This design comes from an exercise in tuning for small area on the open sky130 flow, not from production work.
In this exercise RTL edits were held to simulation tests only and were not proved equivalent to the original.
No activity file was given, so power comes from the tool's default toggle rates.

job 8358:
Design transpose_skew_buffer, start of the top module:
module transpose_skew_buffer #(
    parameter int DIM  = 8,
    parameter int BITS = 8,
    parameter int SKEW = 1
) (
    input  logic                     clk,
    input  logic                     rst_n,
    input  logic                     clr,
    input  logic                     wr_valid,
    output logic                     wr_ready,
    input  logic [DIM-1:0][BITS-1:0] wr_data,
    input  logic                     mode,
    input  logic                     en,
    output logic [DIM-1:0][BITS-1:0] Aout,
    output logic                     out_valid,
    output logic                     tile_done,
    output logic                     busy
);
For scale: about 1100 flip-flops, about 140 I/O pins, roughly 0.038 mm^2 of cells after synthesis.
==> flow/config.mk <==
export PLATFORM = sky130hd
export DESIGN_NAME = transpose_skew_buffer
export DESIGN_NICKNAME = transpose_skew_buffer
export VERILOG_FILES = /design/flow/design.v
export SDC_FILE = /design/flow/constraint.sdc
export NUM_CORES = 4
export LEC_CHECK = 0
export CAP_MARGIN = 20
export CORE_MARGIN = 2
export CORE_UTILIZATION = 65
export CTS_BUF_LIST = sky130_fd_sc_hd__clkbuf_16
export CTS_CLUSTER_DIAMETER = 60
export CTS_CLUSTER_SIZE = 22
export SETUP_SLACK_MARGIN = 0.1
export SLEW_MARGIN = 20
==> flow/constraint.sdc <==
create_clock -name core_clock -period 5.0 [get_ports {clk}]
set_input_delay 1.0000 -clock core_clock [delete_from_list [all_inputs] [get_ports {clk}]]
set_output_delay 1.0000 -clock core_clock [all_outputs]
set_load 0.01 [all_outputs]
run.sh (not shown) runs the stock make flow with config.mk's settings and CLKGATE_MAP_FILE= SYNTH_SCRIPT=/design/flow/synth_recipe.tcl, a recipe that flattens the netlist after the stock synthesis.
> inputs changed (job 8358 -> job 8219)
==> flow/flow/run.sh (new file) <==
#!/bin/bash
# The standard layout (standard.sh) with two changes:
#  - synthesis maps the combinational logic with an area-oriented abc script
#    (flow/synth.tcl wraps synth_recipe.tcl, which is otherwise unchanged);
#  - the port buffers that global placement inserts are made from the smallest buffer
#    instead of the flow's default choice. Every input and output port still gets one.
# Each step's full output is in orfs/logs/ as usual; make's output is in *_flow.log.
set -euo pipefail
cd "$(dirname "$0")/.."
here=$(pwd)
sed -e "s#SYNTH_SCRIPT=[^ ]*#SYNTH_SCRIPT=$here/flow/synth.tcl#" standard.sh > own_synth.sh
bash own_synth.sh synth > synth_flow.log 2>&1
export BUFFER_PORTS_ARGS="-buffer_cell sky130_fd_sc_hd__buf_1"
bash standard.sh > standard_flow.log 2>&1
==> flow/flow/area.abc (new file) <==
&get -n
&st
&syn2
&dch
&nf -a -R 1000
&put
==> flow/flow/synth.tcl (new file) <==
# The standard flow's synthesis script (synth_recipe.tcl, unchanged), with Yosys's abc pass given an
# area-oriented mapping script (flow/area.abc) in place of ORFS's speed script. Only the
# combinational logic between the registers is mapped by abc; the registers, their names
# and cell types come from the steps before it, as in the standard synthesis.
set ::own_abc_script [file join [file dirname [info script]] area.abc]
proc abc {args} {
  set i [lsearch -exact $args -script]
  if { $i >= 0 } {
    lset args [expr {$i + 1}] $::own_abc_script
  }
  yosys abc {*}$args
}
source [file join [file dirname [file dirname [info script]]] synth_recipe.tcl]
==> flow/standard.sh (new file) <==
#!/bin/bash
# synth_recipe.tcl (not shown) runs the flow's synth.tcl, then flattens the netlist and writes it again
# the make line also repeats each setting of config.mk as NAME=value (left out here)
make -C /OpenROAD-flow-scripts/flow DESIGN_CONFIG=/design/flow/config.mk WORK_HOME=/design/flow/orfs CLKGATE_MAP_FILE= SYNTH_SCRIPT=/design/flow/synth_recipe.tcl "${@:-finish}"
diff --git a/flow/config.mk b/flow/config.mk
--- a/flow/config.mk
+++ b/flow/config.mk
@@ -8,5 +8,5 @@
 export CAP_MARGIN = 20
 export CORE_MARGIN = 2
-export CORE_UTILIZATION = 65
+export CORE_UTILIZATION = 80
 export CTS_BUF_LIST = sky130_fd_sc_hd__clkbuf_16
 export CTS_CLUSTER_DIAMETER = 60
removed: flow/run.sh
--- outcome ---
- Job 8219: done, clean on timing, DRC and antenna
- Job 8219 ended with more final estimated routing congestion in global placement than job 8358.
- Compared with job 8358, job 8219 shows a lower layout buffer count excluding clock buffers.
- Of the two values seen for end point of the critical path, Aout[61] was produced by job 8358 and Aout[34] by job 8219.
- [compare] base=job 8358 new=job 8219: final wirelength lost 5.0%; combinational power grew by about 80%; post-route cell area decreased by about 5% relative to the old numbers; clock skew saw a decrease; count of distinct cell types in the synthesized netlist fell by 23.
- Changes observed in job 8219 relative to job 8358: power density over cell area increased 4.7%, via count increased 2.1%, maximum frequency increased about 8%.
Input changes introduced in job 1762 (baseline for comparison: job 8219):
==> flow/run.sh (new file) <==
#!/bin/bash
# synth_recipe.tcl (not shown) runs the flow's synth.tcl, then flattens the netlist and writes it again
# the make line also repeats each setting of config.mk as NAME=value (left out here)
make -C /OpenROAD-flow-scripts/flow DESIGN_CONFIG=/design/flow/config.mk WORK_HOME=/design/flow/orfs CLKGATE_MAP_FILE= SYNTH_SCRIPT=/design/flow/synth_recipe.tcl finish
diff --git a/flow/config.mk b/flow/config.mk
--- a/flow/config.mk
+++ b/flow/config.mk
@@ -8,8 +8,4 @@
 export CAP_MARGIN = 20
 export CORE_MARGIN = 2
-export CORE_UTILIZATION = 80
-export CTS_BUF_LIST = sky130_fd_sc_hd__clkbuf_16
-export CTS_CLUSTER_DIAMETER = 60
-export CTS_CLUSTER_SIZE = 22
-export SETUP_SLACK_MARGIN = 0.1
+export CORE_UTILIZATION = 40
 export SLEW_MARGIN = 20
removed: flow/flow/run.sh
removed: flow/flow/area.abc
removed: flow/flow/synth.tcl
removed: flow/standard.sh
Findings:
Job 1762 reached the final stage; the timing, design-rule and antenna checks on its layout passed. Summary of job 1762 over job 8219: final standard cell utilization of the core fell 42 points; final worst setup slack fell 0.31 ns; area added between synthesis and finish rose 8.0 points. The run showing the greater footprint of the multi-input gates is job 1762. Summary: area of the die, job 1762 worse than job 8219. Job 1762 against job 8219; power density over the cells is up by a few percent. When the final numbers for job 1762 and job 8219 were put side by side, the sequential fraction of design power turned out to be smaller in job 1762.
#### Input delta (job 6725 over job 1762)
==> flow/flow/run.sh (new file) <==
#!/bin/bash
# The standard layout (standard.sh) with two changes:
#  - synthesis maps the combinational logic with an area-oriented abc script
#    (flow/synth.tcl wraps synth_recipe.tcl, which is otherwise unchanged);
#  - the port buffers that global placement inserts are made from the smallest buffer
#    instead of the flow's default choice. Every input and output port still gets one.
# Each step's full output is in orfs/logs/ as usual; make's output is in *_flow.log.
set -euo pipefail
cd "$(dirname "$0")/.."
here=$(pwd)
sed -e "s#SYNTH_SCRIPT=[^ ]*#SYNTH_SCRIPT=$here/flow/synth.tcl#" standard.sh > own_synth.sh
bash own_synth.sh synth > synth_flow.log 2>&1
export BUFFER_PORTS_ARGS="-buffer_cell sky130_fd_sc_hd__buf_1"
bash standard.sh > standard_flow.log 2>&1
==> flow/flow/area.abc (new file) <==
&get -n
&st
&syn2
&dch
&nf -a -R 1000
&put
==> flow/flow/synth.tcl (new file) <==
# The standard flow's synthesis script (synth_recipe.tcl, unchanged), with Yosys's abc pass given an
# area-oriented mapping script (flow/area.abc) in place of ORFS's speed script. Only the
# combinational logic between the registers is mapped by abc; the registers, their names
# and cell types come from the steps before it, as in the standard synthesis.
set ::own_abc_script [file join [file dirname [info script]] area.abc]
proc abc {args} {
  set i [lsearch -exact $args -script]
  if { $i >= 0 } {
    lset args [expr {$i + 1}] $::own_abc_script
  }
  yosys abc {*}$args
}
source [file join [file dirname [file dirname [info script]]] synth_recipe.tcl]
==> flow/standard.sh (new file) <==
#!/bin/bash
# synth_recipe.tcl (not shown) runs the flow's synth.tcl, then flattens the netlist and writes it again
# the make line also repeats each setting of config.mk as NAME=value (left out here)
make -C /OpenROAD-flow-scripts/flow DESIGN_CONFIG=/design/flow/config.mk WORK_HOME=/design/flow/orfs CLKGATE_MAP_FILE= SYNTH_SCRIPT=/design/flow/synth_recipe.tcl "${@:-finish}"
diff --git a/flow/config.mk b/flow/config.mk
--- a/flow/config.mk
+++ b/flow/config.mk
@@ -8,4 +8,8 @@
 export CAP_MARGIN = 20
 export CORE_MARGIN = 2
-export CORE_UTILIZATION = 40
+export CORE_UTILIZATION = 65
+export CTS_BUF_LIST = sky130_fd_sc_hd__clkbuf_8
+export CTS_CLUSTER_DIAMETER = 45
+export CTS_CLUSTER_SIZE = 14
+export SETUP_SLACK_MARGIN = 0.1
 export SLEW_MARGIN = 20
removed: flow/run.sh
### Flow results
Job 6725 finished every stage and its layout cleared the timing, design-rule and antenna checks.
Tapcell count was lower in the run labelled job 6725.
Logic gate share of total power was higher in the run labelled job 6725.
step1_reg[6] as the critical path launch point was reported by job 1762, and step1_reg[1] by job 6725.
On job 6725: CTS buffer count is 3 lower than what job 1762 gave.
On worst-case hold slack, job 6725 does worse than job 1762.
> inputs changed (job 6725 -> job 9504)
==> flow/run.sh (new file) <==
#!/bin/bash
# synth_recipe.tcl (not shown) runs the flow's synth.tcl, then flattens the netlist and writes it again
# the make line also repeats each setting of config.mk as NAME=value (left out here)
make -C /OpenROAD-flow-scripts/flow DESIGN_CONFIG=/design/flow/config.mk WORK_HOME=/design/flow/orfs CLKGATE_MAP_FILE= SYNTH_SCRIPT=/design/flow/synth_recipe.tcl finish
diff --git a/flow/config.mk b/flow/config.mk
--- a/flow/config.mk
+++ b/flow/config.mk
@@ -10,6 +10,6 @@
 export CORE_UTILIZATION = 65
 export CTS_BUF_LIST = sky130_fd_sc_hd__clkbuf_8
-export CTS_CLUSTER_DIAMETER = 45
-export CTS_CLUSTER_SIZE = 14
+export CTS_CLUSTER_DIAMETER = 50
+export CTS_CLUSTER_SIZE = 18
 export SETUP_SLACK_MARGIN = 0.1
 export SLEW_MARGIN = 20
removed: flow/flow/run.sh
removed: flow/flow/area.abc
removed: flow/flow/synth.tcl
removed: flow/standard.sh
## What came out
Lower vias per cell among job 6725 and job 9504: job 6725
Power, job 9504 vs job 6725: down slightly
Portion of the layout cell area used by non-clock buffers was higher in job 9504 than in job 6725.
Between job 6725 and job 9504, global-route usage over all layers increased.
On die height: between job 6725 and job 9504, it ends up higher for job 9504.
The inputs of job 1417 differ from those of job 9504 as listed below.
==> flow/flow/run.sh (new file) <==
#!/bin/bash
# The standard layout (standard.sh), with the port buffers that global placement inserts
# made from the smallest buffer instead of the flow's default choice. Every input and
# output port still gets its own buffer.
set -euo pipefail
cd "$(dirname "$0")/.."
export BUFFER_PORTS_ARGS="-buffer_cell sky130_fd_sc_hd__buf_1"
bash standard.sh > standard_flow.log 2>&1
==> flow/standard.sh (new file) <==
#!/bin/bash
# synth_recipe.tcl (not shown) runs the flow's synth.tcl, then flattens the netlist and writes it again
# the make line also repeats each setting of config.mk as NAME=value (left out here)
make -C /OpenROAD-flow-scripts/flow DESIGN_CONFIG=/design/flow/config.mk WORK_HOME=/design/flow/orfs CLKGATE_MAP_FILE= SYNTH_SCRIPT=/design/flow/synth_recipe.tcl "${@:-finish}"
diff --git a/flow/config.mk b/flow/config.mk
--- a/flow/config.mk
+++ b/flow/config.mk
@@ -9,7 +9,7 @@
 export CORE_MARGIN = 2
 export CORE_UTILIZATION = 65
-export CTS_BUF_LIST = sky130_fd_sc_hd__clkbuf_8
-export CTS_CLUSTER_DIAMETER = 50
-export CTS_CLUSTER_SIZE = 18
+export CTS_BUF_LIST = sky130_fd_sc_hd__clkbuf_16
+export CTS_CLUSTER_DIAMETER = 60
+export CTS_CLUSTER_SIZE = 22
 export SETUP_SLACK_MARGIN = 0.1
 export SLEW_MARGIN = 20
removed: flow/run.sh
[summary]
Lower final standard cell area without fillers among job 1417 and job 9504: job 1417
Job 9504 ended up with sky130_fd_sc_hd__dfrtp_1 as its cell at the slowest stage of the critical path; job 1417 ended up with sky130_fd_sc_hd__nor2b_4.
met1 wire length ended up about 2% higher on job 1417 than on job 9504.
Portion of the clock cycle consumed by the worst path in the final layout in job 1417 is 4.6 points below job 9504.
From job 9504 to job 1417 the numbers moved as follows: count of clock-buffer cells in the layout went down by 34%, routed wire length flat, final-stage net count fell by 39, synthesized area per cell roughly the same.
Number of diodes in job 1417 is 3 lower than in job 9504
Row combinational cell power: job 1417 lower / job 9504 higher

## port drivers added, routing unchanged
Ports are ideal in the flow. The routed layouts listed here were re-timed in OpenROAD.
Step 1, drivers: a clkbuf_16 drives clk and a buf_2 each remaining input, both assumed.
Step 2, shift: input delay + t, output delay - t, t = (earliest + latest rising clock arrival at the registers) / 2. This alone moves slack from input paths to output paths.
Three values: ideal, step 1, step 2; two values: the first two.
run | t (ns) | setup WS [ns] | worst setup path after step 2 | worst slew at a driven data input, ns
job 8358 | 0.714 | 0.264 / 0.200 / 0.914 | register to output | 0.08
job 8219 | 0.698 | 0.608 / 0.544 / 1.243 | register to output | 0.09
job 1762 | 0.730 | 0.297 / 0.232 / 0.963 | register to output | 0.14
job 6725 | 0.779 | 0.552 / 0.495 / 1.274 | register to output | 0.10
job 9504 | 0.782 | 0.196 / 0.133 / 0.914 | register to output | 0.08
job 1417 | 0.720 | 0.427 / 0.359 / 1.079 | register to output | 0.12
After both steps every run listed still meets setup and hold.
